This design comes from an exercise in tuning for small area on the open sky130 flow, not from production work. Only simulation tests tie the RTL to the original design; equivalence was not proved. Power and IR drop assume default switching activity.

==> inputs of job 1951 <==
==> flow/design.v <==
`timescale 1ns/1ps
module cpu (
	input  logic        clk,
	input  logic        rst_n,
	output logic [15:0] pc,
	input  logic [15:0] instr,
	output logic        hlt,
	output logic        dmem_valid,
	output logic        dmem_write,
	output logic [15:0] dmem_addr,
	output logic [15:0] dmem_wdata,
	input  logic        dmem_ready,
	input  logic [15:0] dmem_rdata
);
	localparam logic [2:0] S_EX0  = 3'd0;
	localparam logic [2:0] S_EX1  = 3'd1;
	localparam logic [2:0] S_EX2  = 3'd2;
	localparam logic [2:0] S_MEM  = 3'd3;
	localparam logic [2:0] S_MEMW = 3'd4;
	localparam logic [2:0] S_CLR  = 3'd5;
	localparam logic [2:0] S_HALT = 3'd6;
	localparam logic [2:0] S_PC   = 3'd7;
	logic [3:0]   cnt;
	logic [2:0]   st;
	logic [15:1]  pcr;
	logic [15:1]  a;
	logic [15:0]  t;
	logic [239:0] rf;
	logic         z, n, v, c;
	logic         tk;
	wire [3:0] op   = instr[15:12];
	wire [3:0] f_rd = instr[11:8];
	wire [3:0] f_rs = instr[7:4];
	wire [3:0] f_rt = instr[3:0];
	wire first = (cnt == 4'd0);
	wire last  = (cnt == 4'd15);
	wire ex0 = (st == S_EX0);
	wire ex1 = (st == S_EX1);
	wire ex2 = (st == S_EX2);
	wire mem = (st == S_MEM);
	wire clr = (st == S_CLR);
	wire ppc = (st == S_PC);
	wire is_addsub = (op[3:1] == 3'b000);
	wire is_sub    = (op == 4'h1);
	wire is_xor    = (op == 4'h2);
	wire is_sll    = (op == 4'h4);
	wire is_lw     = (op == 4'h8);
	wire is_sw     = (op == 4'h9);
	wire is_ldi    = (op[3:1] == 3'b101);
	wire is_br     = (op == 4'hC);
	wire is_hlt    = (op == 4'hF);
	logic cond;
	always_comb begin
		case (instr[11:9])
			3'd0: cond = ~z;
			3'd1: cond = z;
			3'd2: cond = ~z & ~n;
			3'd3: cond = n;
			3'd4: cond = z | ~n;
			3'd5: cond = z | n;
			3'd6: cond = v;
			default: cond = 1'b1;
		endcase
	end
	logic [3:0] ridx;
	always_comb begin
		if (ex0) begin
			if (op[3]) ridx = is_lw ? f_rs : f_rd;
			else       ridx = is_sll ? f_rs : f_rt;
		end else begin
			ridx = f_rs;
		end
	end
	logic rbit;
	always_comb begin
		rbit = 1'b0;
		for (int k = 1; k < 16; k++)
			if (ridx == k[3:0]) rbit = rf[16*(k-1)];
	end
	wire pass_addr = (ex0 & is_lw) | (ex1 & is_sw);
	wire end_ins   = (ex0 & ~is_addsub & ~is_xor & ~is_sll & ~is_lw & ~is_sw) |
		(ex1 & (is_xor | is_sll | is_lw)) | (ex2 & is_addsub);
	logic immbit;
	logic offbit;
	always_comb begin
		case (cnt)
			4'd1: immbit = instr[0];
			4'd2: immbit = instr[1];
			4'd3: immbit = instr[2];
			default: immbit = instr[3];
		endcase
		offbit = cnt[3] ? instr[8] : instr[cnt[2:0]];
	end
	logic add_a;
	logic add_b;
	always_comb begin
		if (ppc) begin
			add_a = pcr[1];
			add_b = tk & t[0];
		end else if (pass_addr) begin
			add_a = rbit;
			add_b = ~first & immbit;
		end else begin
			add_a = rbit;
			add_b = t[0] ^ is_sub;
		end
	end
	wire cin  = first ? (ppc | (is_sub & ~pass_addr)) : c;
	wire sum  = add_a ^ add_b ^ cin;
	wire cout = (add_a & add_b) | (cin & (add_a ^ add_b));
	wire ovf  = (add_a == add_b) & (sum != add_a);
	wire ge  = (cnt >= f_rt);
	wire sat = last ? n : ~n;
	logic wbit;
	logic wen;
	always_comb begin
		wbit = 1'b0;
		wen  = 1'b0;
		if (clr) begin
			wen = 1'b1;
		end else if (ex0 & is_ldi) begin
			wen  = 1'b1;
			wbit = (cnt[3] ^ op[0]) ? instr[cnt[2:0]] : rbit;
		end else if (ex1 & is_xor) begin
			wen  = 1'b1;
			wbit = rbit ^ t[0];
		end else if (ex1 & is_sll) begin
			wen  = 1'b1;
			wbit = ge & t[0];
		end else if (ex1 & is_lw) begin
			wen  = 1'b1;
			wbit = t[0];
		end else if (ex2 & is_addsub) begin
			wen  = 1'b1;
			wbit = v ? sat : sum;
		end
	end
	wire zpass = (ex1 & (is_xor | is_sll)) | (ex2 & is_addsub);
	always_ff @(posedge clk) begin
		for (int k = 1; k < 16; k++) begin
			rf[16*(k-1) +: 16] <= {(wen & (clr | f_rd == k[3:0])) ? wbit : rf[16*(k-1)],
				rf[16*(k-1)+1 +: 15]};
		end
	end
	always_ff @(posedge clk) begin
		if (pass_addr & ~first) a <= {sum, a[15:2]};
		if ((ppc | clr) & ~last) pcr <= {sum & ~clr, pcr[15:2]};
	end
	wire t_ld = mem & dmem_ready;
	wire t_sh = ~mem & (st != S_MEMW) & ~(ex1 & is_sll & ~ge);
	always_ff @(posedge clk) begin
		if (t_ld)      t <= dmem_rdata;
		else if (t_sh) t <= {ex0 ? (is_br ? offbit : rbit) : t[0], t[15:1]};
	end
	always_ff @(posedge clk) begin
		c <= cout;
		if (ex0) tk <= is_br & cond;
		if (clr) begin
			z <= 1'b0;
			n <= 1'b0;
			v <= 1'b0;
		end else begin
			if (zpass) z <= (first | z) & ~wbit;
			if (ex1 & is_addsub & last) begin
				n <= add_a;
				v <= ovf;
			end
			if (ex2 & is_addsub & last) n <= wbit;
		end
	end
	logic [2:0] st_nx;
	always_comb begin
		st_nx = st;
		case (st)
			S_CLR:  if (last) st_nx = S_EX0;
			S_EX0:  if (is_hlt) st_nx = S_HALT;
				else if (last) st_nx = end_ins ? S_PC : is_lw ? S_MEM : S_EX1;
			S_EX1:  if (last) st_nx = end_ins ? S_PC : is_sw ? S_MEM : S_EX2;
			S_EX2:  if (last) st_nx = S_PC;
			S_PC:   if (last) st_nx = S_EX0;
			S_MEM:  if (dmem_ready) st_nx = !last ? S_MEMW : is_lw ? S_EX1 : S_PC;
			S_MEMW: if (last) st_nx = is_lw ? S_EX1 : S_PC;
			default: st_nx = st;
		endcase
	end
	always_ff @(posedge clk) begin
		if (!rst_n) begin
			st  <= S_CLR;
			cnt <= 4'd0;
		end else begin
			st  <= st_nx;
			cnt <= cnt + 4'd1;
		end
	end
	assign pc         = {pcr, 1'b0};
	assign hlt        = (st == S_HALT);
	assign dmem_valid = mem;
	assign dmem_write = op[0];
	assign dmem_addr  = {a, 1'b0};
	assign dmem_wdata = t;
endmodule
==> flow/flow/run.sh <==
#!/bin/bash
# The standard ORFS flow (standard.sh), with:
#  - an area-oriented ABC script for mapping the combinational logic
#    (registers are mapped before ABC runs, so they are the standard ones)
#  - buf_1 cells as the port buffers
#  - a clock tree of clkbuf_4 cells without dummy loads
#  - power recovery (downsizing cells with slack) after global routing
set -euo pipefail
rm -rf scripts_area
cp -r "$FLOW_HOME/scripts" scripts_area
cp flow/abc_area.script scripts_area/abc_area.script
export BUFFER_PORTS_ARGS="-buffer_cell sky130_fd_sc_hd__buf_1"
export CTS_ARGS="-sink_clustering_enable -repair_clock_nets -dont_use_dummy_load -buf_list sky130_fd_sc_hd__clkbuf_4 -sink_clustering_size 12 -sink_clustering_max_diameter 50"
export RECOVER_POWER=100
bash standard.sh SCRIPTS_DIR="$PWD/scripts_area" finish > standard.log 2>&1
==> flow/flow/abc_area.script <==
strash
dc2
dc2
dc2
&get -n
&dch -f
&nf -a -R 1000
&put
==> flow/standard.sh <==
#!/bin/bash
# synth_recipe.tcl (not shown) runs the flow's synth.tcl, then flattens the netlist and writes it again
# the make line also repeats each setting of config.mk as NAME=value (left out here)
make -C /OpenROAD-flow-scripts/flow DESIGN_CONFIG=/design/flow/config.mk WORK_HOME=/design/flow/orfs CLKGATE_MAP_FILE= SYNTH_SCRIPT=/design/flow/synth_recipe.tcl "${@:-finish}"
==> flow/config.mk <==
export PLATFORM = sky130hd
export DESIGN_NAME = cpu
export DESIGN_NICKNAME = cpu
export VERILOG_FILES = /design/flow/design.v
export SDC_FILE = /design/flow/constraint.sdc
export NUM_CORES = 4
export LEC_CHECK = 0
export ABC_AREA = 1
export CAP_MARGIN = 20
export CORE_MARGIN = 2
export CORE_UTILIZATION = 40
export SLEW_MARGIN = 20
==> flow/constraint.sdc <==
create_clock -name core_clock -period 10.0 [get_ports {clk}]
set_input_delay 2.0000 -clock core_clock [delete_from_list [all_inputs] [get_ports {clk}]]
set_output_delay 2.0000 -clock core_clock [all_outputs]
set_load 0.01 [all_outputs]
==> job 7483 (differences from job 1951) <==
--- a/flow/design.v
+++ b/flow/design.v
@@ -14,10 +14,10 @@
 );
-	localparam logic [2:0] S_EX0  = 3'd0;
-	localparam logic [2:0] S_EX1  = 3'd1;
-	localparam logic [2:0] S_EX2  = 3'd2;
-	localparam logic [2:0] S_MEM  = 3'd3;
-	localparam logic [2:0] S_MEMW = 3'd4;
-	localparam logic [2:0] S_CLR  = 3'd5;
-	localparam logic [2:0] S_HALT = 3'd6;
-	localparam logic [2:0] S_PC   = 3'd7;
+	localparam logic [2:0] S_EX0  = 3'd1;
+	localparam logic [2:0] S_EX1  = 3'd7;
+	localparam logic [2:0] S_EX2  = 3'd4;
+	localparam logic [2:0] S_MEM  = 3'd5;
+	localparam logic [2:0] S_MEMW = 3'd3;
+	localparam logic [2:0] S_CLR  = 3'd0;
+	localparam logic [2:0] S_HALT = 3'd2;
+	localparam logic [2:0] S_PC   = 3'd6;
 	logic [3:0]   cnt;
@@ -73,8 +73,11 @@
 	end
-	logic rbit;
-	always_comb begin
-		rbit = 1'b0;
-		for (int k = 1; k < 16; k++)
-			if (ridx == k[3:0]) rbit = rf[16*(k-1)];
-	end
+	logic [15:0] rlsb;
+	always_comb begin
+		rlsb[0] = 1'b0;
+		for (int k = 1; k < 16; k++) rlsb[k] = rf[16*(k-1)];
+	end
+	logic [3:0] rl1;
+	always_comb
+		for (int g = 0; g < 4; g++) rl1[g] = rlsb[{g[1:0], ridx[1:0]}];
+	wire rbit = rl1[ridx[3:2]];
 	wire pass_addr = (ex0 & is_lw) | (ex1 & is_sw);
@@ -145,3 +148,3 @@
 	always_ff @(posedge clk) begin
-		if (pass_addr & ~first) a <= {sum, a[15:2]};
+		if (pass_addr) a <= {sum, a[15:2]};
 		if ((ppc | clr) & ~last) pcr <= {sum & ~clr, pcr[15:2]};
--- a/flow/flow/run.sh
+++ b/flow/flow/run.sh
@@ -4,5 +4,5 @@
 #    (registers are mapped before ABC runs, so they are the standard ones)
+#  - no extraction of half/full adder cells before ABC (ABC maps them better)
 #  - buf_1 cells as the port buffers
 #  - a clock tree of clkbuf_4 cells without dummy loads
-#  - power recovery (downsizing cells with slack) after global routing
 set -euo pipefail
@@ -13,3 +13,2 @@
 export CTS_ARGS="-sink_clustering_enable -repair_clock_nets -dont_use_dummy_load -buf_list sky130_fd_sc_hd__clkbuf_4 -sink_clustering_size 12 -sink_clustering_max_diameter 50"
-export RECOVER_POWER=100
-bash standard.sh SCRIPTS_DIR="$PWD/scripts_area" finish > standard.log 2>&1
+bash standard.sh SCRIPTS_DIR="$PWD/scripts_area" ADDER_MAP_FILE= finish > standard.log 2>&1
==> comparison <==
- Job 7483 passed the timing, DRC and antenna checks. Job 1951 ran to the end with no violations.
- Against job 7483, the cell area of job 1951 is higher by 1.4%.
- Between job 7483 and job 1951, the lower maximum frequency is in job 1951 (gap about 9%, measured against job 1951).
- Via count: job 7483 is smaller than job 1951 (about 5%).
- Against job 7483, the critical path depth of job 1951 is higher by 1.
- Sequential cell count is the same in job 7483 and job 1951.


==> run a <==
Starts from the design.v that is shown in full above.
export LEC_CHECK = 0
export ABC_AREA = 1
export CAP_MARGIN = 20
export CORE_MARGIN = 2
export CORE_UTILIZATION = 40
export SLEW_MARGIN = 20
create_clock -name core_clock -period 10.0 [get_ports {clk}]
standard.sh (not shown) runs the stock make flow with config.mk's settings and CLKGATE_MAP_FILE= SYNTH_SCRIPT=/design/flow/synth_recipe.tcl, a recipe that flattens the netlist after the stock synthesis.
==> flow/flow/run.sh <==
#!/bin/bash
# Standard layout with buf_1 port buffers and a clock tree without dummy loads.
export BUFFER_PORTS_ARGS="-buffer_cell sky130_fd_sc_hd__buf_1"
export CTS_ARGS="-sink_clustering_enable -repair_clock_nets -dont_use_dummy_load -buf_list sky130_fd_sc_hd__clkbuf_4 -sink_clustering_size 12 -sink_clustering_max_diameter 50"
export RECOVER_POWER=100
bash standard.sh > standard.log 2>&1
==> run b: changes against run a <==
--- a/flow/design.v
+++ b/flow/design.v
@@ -21,3 +21,2 @@
 	localparam logic [2:0] S_HALT = 3'd6;
-	localparam logic [2:0] S_PC   = 3'd7;
 	logic [3:0]   cnt;
@@ -29,3 +28,2 @@
 	logic         z, n, v, c;
-	logic         tk;
 	wire [3:0] op   = instr[15:12];
@@ -41,3 +39,2 @@
 	wire clr = (st == S_CLR);
-	wire ppc = (st == S_PC);
 	wire is_addsub = (op[3:1] == 3'b000);
@@ -79,5 +76,6 @@
 	end
+	wire pass_p    = (ex0 & ~is_lw & ~is_sw) | (ex1 & is_lw) | (ex2 & is_sw);
 	wire pass_addr = (ex0 & is_lw) | (ex1 & is_sw);
 	wire end_ins   = (ex0 & ~is_addsub & ~is_xor & ~is_sll & ~is_lw & ~is_sw) |
-		(ex1 & (is_xor | is_sll | is_lw)) | (ex2 & is_addsub);
+		(ex1 & (is_xor | is_sll | is_lw)) | (ex2 & (is_addsub | is_sw));
 	logic immbit;
@@ -93,2 +91,8 @@
 	end
+	logic pcbit;
+	always_comb begin
+		pcbit = 1'b0;
+		for (int k = 1; k < 16; k++)
+			if (cnt == 4'(k - 1)) pcbit = pcr[k];
+	end
 	logic add_a;
@@ -96,5 +100,5 @@
 	always_comb begin
-		if (ppc) begin
-			add_a = pcr[1];
-			add_b = tk & t[0];
+		if (pass_p) begin
+			add_a = pcbit;
+			add_b = is_br & cond & offbit;
 		end else if (pass_addr) begin
@@ -107,3 +111,3 @@
 	end
-	wire cin  = first ? (ppc | (is_sub & ~pass_addr)) : c;
+	wire cin  = first ? (pass_p | (is_sub & ~pass_addr)) : c;
 	wire sum  = add_a ^ add_b ^ cin;
@@ -144,5 +148,6 @@
 	end
-	always_ff @(posedge clk) begin
-		if (pass_addr & ~first) a <= {sum, a[15:2]};
-		if ((ppc | clr) & ~last) pcr <= {sum & ~clr, pcr[15:2]};
+	wire a_en = (pass_p & ~last) | (pass_addr & ~first) | clr;
+	always_ff @(posedge clk) begin
+		if (a_en) a <= {sum & ~clr, a[15:2]};
+		if (last & (end_ins | clr)) pcr <= a;
 	end
@@ -152,3 +157,3 @@
 		if (t_ld)      t <= dmem_rdata;
-		else if (t_sh) t <= {ex0 ? (is_br ? offbit : rbit) : t[0], t[15:1]};
+		else if (t_sh) t <= {ex0 ? rbit : t[0], t[15:1]};
 	end
@@ -156,3 +161,2 @@
 		c <= cout;
-		if (ex0) tk <= is_br & cond;
 		if (clr) begin
@@ -176,8 +180,7 @@
 			S_EX0:  if (is_hlt) st_nx = S_HALT;
-				else if (last) st_nx = end_ins ? S_PC : is_lw ? S_MEM : S_EX1;
-			S_EX1:  if (last) st_nx = end_ins ? S_PC : is_sw ? S_MEM : S_EX2;
-			S_EX2:  if (last) st_nx = S_PC;
-			S_PC:   if (last) st_nx = S_EX0;
-			S_MEM:  if (dmem_ready) st_nx = !last ? S_MEMW : is_lw ? S_EX1 : S_PC;
-			S_MEMW: if (last) st_nx = is_lw ? S_EX1 : S_PC;
+				else if (last) st_nx = end_ins ? S_EX0 : is_lw ? S_MEM : S_EX1;
+			S_EX1:  if (last) st_nx = end_ins ? S_EX0 : is_sw ? S_MEM : S_EX2;
+			S_EX2:  if (last) st_nx = S_EX0;
+			S_MEM:  if (dmem_ready) st_nx = !last ? S_MEMW : is_lw ? S_EX1 : S_EX2;
+			S_MEMW: if (last) st_nx = is_lw ? S_EX1 : S_EX2;
 			default: st_nx = st;
==> flow/run.sh (new file) <==
#!/bin/bash
# synth_recipe.tcl (not shown) runs the flow's synth.tcl, then flattens the netlist and writes it again
# the make line also repeats each setting of config.mk as NAME=value (left out here)
make -C /OpenROAD-flow-scripts/flow DESIGN_CONFIG=/design/flow/config.mk WORK_HOME=/design/flow/orfs CLKGATE_MAP_FILE= SYNTH_SCRIPT=/design/flow/synth_recipe.tcl finish
ABC_AREA = unset   (was 1)
removed: flow/flow/run.sh
removed: flow/standard.sh
==> run c: changes against run a <==
--- a/flow/design.v
+++ b/flow/design.v
@@ -14,10 +14,10 @@
 );
-	localparam logic [2:0] S_EX0  = 3'd0;
-	localparam logic [2:0] S_EX1  = 3'd1;
-	localparam logic [2:0] S_EX2  = 3'd2;
-	localparam logic [2:0] S_MEM  = 3'd3;
-	localparam logic [2:0] S_MEMW = 3'd4;
-	localparam logic [2:0] S_CLR  = 3'd5;
-	localparam logic [2:0] S_HALT = 3'd6;
-	localparam logic [2:0] S_PC   = 3'd7;
+	localparam logic [2:0] S_EX0  = 3'd1;
+	localparam logic [2:0] S_EX1  = 3'd7;
+	localparam logic [2:0] S_EX2  = 3'd4;
+	localparam logic [2:0] S_MEM  = 3'd5;
+	localparam logic [2:0] S_MEMW = 3'd3;
+	localparam logic [2:0] S_CLR  = 3'd0;
+	localparam logic [2:0] S_HALT = 3'd2;
+	localparam logic [2:0] S_PC   = 3'd6;
 	logic [3:0]   cnt;
@@ -51,2 +51,7 @@
 	wire is_hlt    = (op == 4'hF);
+	wire x_addsub  = ~op[3] & ~op[2] & ~op[1];
+	wire x_xor     = op[1];
+	wire x_sll     = op[2];
+	wire x_lw      = op[3] & ~op[0];
+	wire x_sw      = op[3] & op[0];
 	logic cond;
@@ -67,4 +72,4 @@
 		if (ex0) begin
-			if (op[3]) ridx = is_lw ? f_rs : f_rd;
-			else       ridx = is_sll ? f_rs : f_rt;
+			if (op[3]) ridx = (op[1] | op[0]) ? f_rd : f_rs;
+			else       ridx = op[2] ? f_rs : f_rt;
 		end else begin
@@ -73,11 +78,14 @@
 	end
-	logic rbit;
-	always_comb begin
-		rbit = 1'b0;
-		for (int k = 1; k < 16; k++)
-			if (ridx == k[3:0]) rbit = rf[16*(k-1)];
-	end
-	wire pass_addr = (ex0 & is_lw) | (ex1 & is_sw);
-	wire end_ins   = (ex0 & ~is_addsub & ~is_xor & ~is_sll & ~is_lw & ~is_sw) |
-		(ex1 & (is_xor | is_sll | is_lw)) | (ex2 & is_addsub);
+	logic [15:0] rlsb;
+	always_comb begin
+		rlsb[0] = 1'b0;
+		for (int k = 1; k < 16; k++) rlsb[k] = rf[16*(k-1)];
+	end
+	logic [3:0] rl1;
+	always_comb
+		for (int g = 0; g < 4; g++) rl1[g] = rlsb[{g[1:0], ridx[1:0]}];
+	wire rbit = rl1[ridx[3:2]];
+	wire pass_addr = (ex0 & is_lw) | (ex1 & x_sw);
+	wire end0      = ~is_addsub & ~is_xor & ~is_sll & ~is_lw & ~is_sw;
+	wire end1      = x_xor | x_sll | x_lw;
 	logic immbit;
@@ -104,6 +112,6 @@
 			add_a = rbit;
-			add_b = t[0] ^ is_sub;
-		end
-	end
-	wire cin  = first ? (ppc | (is_sub & ~pass_addr)) : c;
+			add_b = t[0] ^ op[0];
+		end
+	end
+	wire cin  = first ? (ppc | (op[0] & ~pass_addr)) : c;
 	wire sum  = add_a ^ add_b ^ cin;
@@ -123,12 +131,6 @@
 			wbit = (cnt[3] ^ op[0]) ? instr[cnt[2:0]] : rbit;
-		end else if (ex1 & is_xor) begin
-			wen  = 1'b1;
-			wbit = rbit ^ t[0];
-		end else if (ex1 & is_sll) begin
-			wen  = 1'b1;
-			wbit = ge & t[0];
-		end else if (ex1 & is_lw) begin
-			wen  = 1'b1;
-			wbit = t[0];
-		end else if (ex2 & is_addsub) begin
+		end else if (ex1) begin
+			wen  = end1;
+			wbit = x_xor ? rbit ^ t[0] : x_sll ? ge & t[0] : t[0];
+		end else if (ex2) begin
 			wen  = 1'b1;
@@ -137,3 +139,3 @@
 	end
-	wire zpass = (ex1 & (is_xor | is_sll)) | (ex2 & is_addsub);
+	wire zpass = (ex1 & (x_xor | x_sll)) | ex2;
 	always_ff @(posedge clk) begin
@@ -145,3 +147,3 @@
 	always_ff @(posedge clk) begin
-		if (pass_addr & ~first) a <= {sum, a[15:2]};
+		if (pass_addr) a <= {sum, a[15:2]};
 		if ((ppc | clr) & ~last) pcr <= {sum & ~clr, pcr[15:2]};
@@ -149,6 +151,6 @@
 	wire t_ld = mem & dmem_ready;
-	wire t_sh = ~mem & (st != S_MEMW) & ~(ex1 & is_sll & ~ge);
+	wire t_sh = ~mem & (st != S_MEMW) & ~(ex1 & x_sll & ~ge);
 	always_ff @(posedge clk) begin
 		if (t_ld)      t <= dmem_rdata;
-		else if (t_sh) t <= {ex0 ? (is_br ? offbit : rbit) : t[0], t[15:1]};
+		else if (t_sh) t <= {ex0 ? ((op[3] & op[2]) ? offbit : rbit) : t[0], t[15:1]};
 	end
@@ -163,3 +165,3 @@
 			if (zpass) z <= (first | z) & ~wbit;
-			if (ex1 & is_addsub & last) begin
+			if (ex1 & x_addsub & last) begin
 				n <= add_a;
@@ -167,3 +169,3 @@
 			end
-			if (ex2 & is_addsub & last) n <= wbit;
+			if (ex2 & last) n <= wbit;
 		end
@@ -175,9 +177,8 @@
 			S_CLR:  if (last) st_nx = S_EX0;
-			S_EX0:  if (is_hlt) st_nx = S_HALT;
-				else if (last) st_nx = end_ins ? S_PC : is_lw ? S_MEM : S_EX1;
-			S_EX1:  if (last) st_nx = end_ins ? S_PC : is_sw ? S_MEM : S_EX2;
+			S_EX0:  if (last) st_nx = is_hlt ? S_HALT : end0 ? S_PC : is_lw ? S_MEM : S_EX1;
+			S_EX1:  if (last) st_nx = end1 ? S_PC : x_sw ? S_MEM : S_EX2;
 			S_EX2:  if (last) st_nx = S_PC;
 			S_PC:   if (last) st_nx = S_EX0;
-			S_MEM:  if (dmem_ready) st_nx = !last ? S_MEMW : is_lw ? S_EX1 : S_PC;
-			S_MEMW: if (last) st_nx = is_lw ? S_EX1 : S_PC;
+			S_MEM:  if (dmem_ready) st_nx = !last ? S_MEMW : op[0] ? S_PC : S_EX1;
+			S_MEMW: if (last) st_nx = op[0] ? S_PC : S_EX1;
 			default: st_nx = st;
==> flow/flow/run.sh (replaced) <==
#!/bin/bash
# The standard ORFS flow (standard.sh), with:
#  - an area-oriented ABC script for mapping the combinational logic
#    (registers are mapped before ABC runs, so they are the standard ones)
#  - no extraction of half/full adder cells before ABC (ABC maps them better)
#  - buf_1 cells as the port buffers
#  - a clock tree of clkbuf_4 cells without dummy loads
#  - power recovery (downsizing cells with slack) after global routing,
#    followed by a design repair pass for any slew it breaks
set -euo pipefail
rm -rf scripts_area
cp -r "$FLOW_HOME/scripts" scripts_area
cp flow/abc_area.script scripts_area/abc_area.script
# after power recovery, repair any slew or capacitance it broke and legalize
python3 - <<'PY'
p = "scripts_area/util.tcl"
s = open(p).read()
a = """  log_cmd repair_timing {*}$additional_args
  report_tns"""
assert a in s
s = s.replace(a, """  log_cmd repair_timing {*}$additional_args
  repair_design_helper
  log_cmd detailed_placement
  report_tns""", 1)
open(p, "w").write(s)
PY
export RECOVER_POWER=100
export BUFFER_PORTS_ARGS="-buffer_cell sky130_fd_sc_hd__buf_1"
export CTS_ARGS="-sink_clustering_enable -repair_clock_nets -dont_use_dummy_load -buf_list sky130_fd_sc_hd__clkbuf_4 -sink_clustering_size 11 -sink_clustering_max_diameter 50"
bash standard.sh SCRIPTS_DIR="$PWD/scripts_area" ADDER_MAP_FILE= finish > standard.log 2>&1
==> flow/flow/abc_area.script (new file) <==
strash
dc2
&get -n
&deepsyn -T 60
&dch -f
&nf -a -R 1000
&put
==> run d: changes against run a <==
--- a/flow/design.v
+++ b/flow/design.v
@@ -14,10 +14,10 @@
 );
-	localparam logic [2:0] S_EX0  = 3'd0;
-	localparam logic [2:0] S_EX1  = 3'd1;
-	localparam logic [2:0] S_EX2  = 3'd2;
-	localparam logic [2:0] S_MEM  = 3'd3;
-	localparam logic [2:0] S_MEMW = 3'd4;
-	localparam logic [2:0] S_CLR  = 3'd5;
-	localparam logic [2:0] S_HALT = 3'd6;
-	localparam logic [2:0] S_PC   = 3'd7;
+	localparam logic [2:0] S_EX0  = 3'd1;
+	localparam logic [2:0] S_EX1  = 3'd7;
+	localparam logic [2:0] S_EX2  = 3'd4;
+	localparam logic [2:0] S_MEM  = 3'd5;
+	localparam logic [2:0] S_MEMW = 3'd3;
+	localparam logic [2:0] S_CLR  = 3'd0;
+	localparam logic [2:0] S_HALT = 3'd2;
+	localparam logic [2:0] S_PC   = 3'd6;
 	logic [3:0]   cnt;
@@ -73,8 +73,11 @@
 	end
-	logic rbit;
-	always_comb begin
-		rbit = 1'b0;
-		for (int k = 1; k < 16; k++)
-			if (ridx == k[3:0]) rbit = rf[16*(k-1)];
-	end
+	logic [15:0] rlsb;
+	always_comb begin
+		rlsb[0] = 1'b0;
+		for (int k = 1; k < 16; k++) rlsb[k] = rf[16*(k-1)];
+	end
+	logic [3:0] rl1;
+	always_comb
+		for (int g = 0; g < 4; g++) rl1[g] = rlsb[{g[1:0], ridx[1:0]}];
+	wire rbit = rl1[ridx[3:2]];
 	wire pass_addr = (ex0 & is_lw) | (ex1 & is_sw);
==> flow/flow/run.sh (replaced) <==
#!/bin/bash
# The standard ORFS flow (standard.sh), with:
#  - an area-oriented ABC script for mapping the combinational logic
#    (registers are mapped before ABC runs, so they are the standard ones)
#  - no extraction of half/full adder cells before ABC (ABC maps them better)
#  - buf_1 cells as the port buffers
#  - a clock tree of clkbuf_4 cells without dummy loads
set -euo pipefail
rm -rf scripts_area
cp -r "$FLOW_HOME/scripts" scripts_area
cp flow/abc_area.script scripts_area/abc_area.script
export BUFFER_PORTS_ARGS="-buffer_cell sky130_fd_sc_hd__buf_1"
export CTS_ARGS="-sink_clustering_enable -repair_clock_nets -dont_use_dummy_load -buf_list sky130_fd_sc_hd__clkbuf_4 -sink_clustering_size 12 -sink_clustering_max_diameter 50"
bash standard.sh SCRIPTS_DIR="$PWD/scripts_area" ADDER_MAP_FILE= finish > standard.log 2>&1
==> flow/flow/abc_area.script (new file) <==
strash
dc2
dc2
dc2
&get -n
&dch -f
&nf -a -R 1000
&put
==> summary of the runs <==
Synthesized area: run a is lower than run b (about 2.8%). Between run a and run d, the lower maximum frequency is in run d (gap about 13%, measured against run d). First-iteration DRC count: run b > run d > run a > run c. Between run b and run c, the lower global-route usage is in run c (gap 0.29 points). The lowest cell count belongs to run c, the highest to run a. Register-to-register slack: run d < run c < run a < run b. Worst setup slack, lowest first: run d, run b, run a, run c. Against run a, the sequential power of run d is lower by about 10%. Run a finished with timing, DRC and antenna clean. Run c finished clean. Run d finished with timing, DRC and antenna clean. Run b produced a clean layout.
==> figures <==
item                                                                 run b                    run c                    run d                    run a
Run status                                         complete, no violations  complete, no violations  complete, no violations  complete, no violations
Clock-cell share of area                                             9.26%                    2.67%                    2.54%                    2.34%
Number of well-tap cells placed                                        280                      265                      265                      275
Highest achievable clock rate                                      154 MHz                  178 MHz                  149 MHz                  169 MHz
Multiplexer fraction of the synthesized cell area                    3.78%                    4.57%                    2.92%                       0%
Post-place instance area                                       0.00988 mm²              0.00850 mm²              0.00862 mm²              0.00914 mm²
Routability cong.                                                    0.878                    0.849                    0.892                    0.861
Met1 track demand over resource                                      18.3%                    16.8%                    17.5%                    17.2%
Worst Hold Launch                                                  rf[153]                  rf[106]                  rf[143]                  rf[227]
DP Wirelength                                                    11,300 µm                  9750 µm                  9670 µm                  9680 µm
Net switching share of the total power                               19.6%                    20.3%                    27.2%                    27.3%
Endpoint of the worst hold-timing path                             rf[152]                  rf[105]                  rf[142]                  rf[226]
# clock sinks                                                          297                      298                      298                      298
Worst Skew                                                         9.39 ps                  35.0 ps                  72.7 ps                  77.5 ps
Share of cells above drive strength 1                                13.2%                    4.98%                    5.52%                    6.61%
Routed length on met2                                              7430 µm                  6420 µm                  6300 µm                  6020 µm
Origin of the critical flop-to-flop path                             st[1]                    st[1]                    st[0]                    st[1]

==> what the ideal ports hide <==
No port has a modelled driver above. Below, the same layouts with a new extraction and two added sets of constraints. Step 1 (the two cells are an assumption about what drives the block):
set clk [get_ports {clk}]
set_driving_cell -lib_cell sky130_fd_sc_hd__clkbuf_16 $clk
set_driving_cell -lib_cell sky130_fd_sc_hd__buf_2 [delete_from_list [all_inputs] $clk]
Step 2 adds t to the input delays and takes it off the output delays; t is the mean of the earliest and latest rising clock arrival at the registers after step 1. Input paths then give back, and output paths get back, about the clock's delay inside the block. Slacks: no drivers / after step 1 / after step 2; pairs: no drivers / after step 1.
run | t, ns | setup slack, ns | worst setup path after step 2
job 1951 | 0.665 | 3.608 / 3.598 / 2.933 | input to register
job 7483 | 0.665 | 4.162 / 4.153 / 3.487 | input to register
run a | 0.647 | 4.070 / 4.069 / 3.422 | input to register
run b | 0.566 | 3.491 / 3.510 / 2.944 | input to register
run c | 0.675 | 4.396 / 4.408 / 3.732 | input to register
run d | 0.657 | 3.294 / 3.282 / 2.624 | input to register
After both steps setup and hold are still met in every run listed.
